Source: an optimization exercise on an open RTL-to-GDS flow (aim: small area). Production flows keep margins and buffers that such runs may drop.
Function was checked by simulation only, so behaviour that the tests miss may differ from the original.

== old ==
## lockInTop
module lockInTop (
    input  logic               clk,
    input  logic               rstN,
    input  logic        [15:0] divFast,
    input  logic        [15:0] divSlow,
    input  logic signed [15:0] sIn,
    output logic signed [5:0]  modSlope,
    output logic signed [25:0] modOut,
    output logic signed [15:0] demodF,
    output logic signed [15:0] demodFQ,
    output logic signed [15:0] demod2f,
    output logic signed [15:0] demod2fQ,
    output logic signed [15:0] demod3f,
    output logic signed [15:0] demod3fQ
);
Size: roughly 180 I/O pins, about 0.013 mm^2 of cells after synthesis.
clock: 10.0 ns
lec_check: 0
abc_area: 1
cap_margin: 0
core_margin: 2
core_utilization: 40
gpl_timing_driven: 0
slew_margin: 0
standard.sh (not shown) runs the stock make flow with config.mk's settings and CLKGATE_MAP_FILE= SYNTH_SCRIPT=/design/flow/synth_recipe.tcl, a recipe that flattens the netlist after the stock synthesis.
==> flow/flow/run.sh <==
#!/bin/bash
# The standard layout (standard.sh), with these changes to how it is built:
#  - synthesis is the standard flow's own script, with an area-oriented ABC mapping script
#    (flow/synth_wrap.tcl, flow/abc_area_map.script); flip-flops are mapped as before;
#  - the port buffers are plain buf_1 cells (every port still gets its buffer);
#  - clock tree synthesis uses small clock buffers (flow/cts_args.txt).
set -euo pipefail
here="$(pwd)"
export BUFFER_PORTS_ARGS="-buffer_cell sky130_fd_sc_hd__buf_1"
export CTS_ARGS="$(cat flow/cts_args.txt)"
export MY_ABC_SCRIPT="$here/flow/abc_area_map.script"
export FLOW_SYNTH_TCL="$here/synth_recipe.tcl"
sed "s|SYNTH_SCRIPT=[^ ]*|SYNTH_SCRIPT=$here/flow/synth_wrap.tcl|" standard.sh > my_standard.sh
bash my_standard.sh > standard.log 2>&1
==> flow/flow/abc_area_map.script <==
strash
dch -f
amap
topo
==> flow/flow/cts_args.txt <==
-sink_clustering_enable -repair_clock_nets -dont_use_dummy_load -buf_list {sky130_fd_sc_hd__clkbuf_8} -root_buf sky130_fd_sc_hd__clkbuf_8 -sink_clustering_size 16 -sink_clustering_max_diameter 60
==> flow/flow/synth_wrap.tcl <==
# The standard flow's synthesis script (synth_recipe.tcl), with one change: the ABC mapping step
# uses flow/abc_area_map.script (area-oriented amap) instead of ORFS's ABC script.
# Everything before and after ABC, flip-flop mapping included, is unchanged.
proc abc {args} {
  set i [lsearch $args -script]
  if {$i >= 0} {
    lset args [expr {$i + 1}] $::env(MY_ABC_SCRIPT)
  }
  puts "synth_wrap: abc $args"
  yosys abc {*}$args
}
source $::env(FLOW_SYNTH_TCL)
Modified inputs, new compared to old
-- flow/flow/run.sh --
<<< old, line 5
#  - the port buffers are plain buf_1 cells (every port still gets its buffer);
#  - clock tree synthesis uses small clock buffers (flow/cts_args.txt).
set -euo pipefail
here="$(pwd)"
export BUFFER_PORTS_ARGS="-buffer_cell sky130_fd_sc_hd__buf_1"
>>> new, line 5
#  - the port buffers are plain buf_1 cells (every port still gets its buffer);
#  - clock tree synthesis uses small clock buffers and no dummy loads (flow/cts_args.txt).
set -euo pipefail
here="$(pwd)"
export GPL_KEEP_OVERFLOW=0
export BUFFER_PORTS_ARGS="-buffer_cell sky130_fd_sc_hd__buf_1"
==> flow/flow/cts_args.txt <==
-sink_clustering_enable -repair_clock_nets -dont_use_dummy_load -buf_list {sky130_fd_sc_hd__clkbuf_4} -root_buf sky130_fd_sc_hd__clkbuf_4 -sink_clustering_buffer sky130_fd_sc_hd__clkbuf_4 -sink_clustering_size 10 -sink_clustering_max_diameter 50
-- flow/config.mk --
<<< old, line 11
export CORE_UTILIZATION = 40
export GPL_TIMING_DRIVEN = 0
export SLEW_MARGIN = 0
>>> new, line 11
export CORE_UTILIZATION = 40
export SLEW_MARGIN = 0
## What came out
Going from old to new, final-layout clock buffer total grows by 8.
Compared with old, new shows a area overhead of the layout relative to synthesis that is 1.2 points lower.
The initial antenna violation count number comes out lower for old vs new.
new vs old — fraction of area in clock buffers and inverters dropped 0.75 points.
Fraction of final layout cells sized beyond drive strength 1 (new over old): increase, 0.20 points
new vs. old: highest fanout seen on the critical path has increased; relative slew slack has increased; final instance area has decreased; worst setup slack has increased.
Cmp new and old / sequential cell area share / lower: old

## separate check: timing with driven ports
How much do the figures lean on ideal ports? The routed layouts below were timed once more, with nothing changed but the port constraints.
Step 1 assumes that a clkbuf_16 drives the clock port and a buf_2 every other input.
Step 2 times the ports against the registers' clock, not the clock port: input delays grow and output delays shrink by t, the midpoint of the rising clock arrivals with the driver on.
Three values: ideal, step 1, step 2; two values: the first two.
| run | t (ns) | slack for setup (ns) | hold slack, ns | worst register clock-pin slew, ns | worst data-port slew with drivers (ns) |
|---|---|---|---|---|---|
| old | 0.614 | 0.421 / 0.421 / 0.049 | 0.383 / 0.383 / 0.383 | 0.10 / 0.10 | 0.07 |
| new | 0.667 | 0.527 / 0.527 / 0.138 | 0.414 / 0.414 / 0.414 | 0.11 / 0.11 | 0.09 |
After both steps setup and hold are still met in every run listed. For new, which loses most, drivers alone change the setup slack by 0.000 ns; drivers and shift together by -0.389 ns.
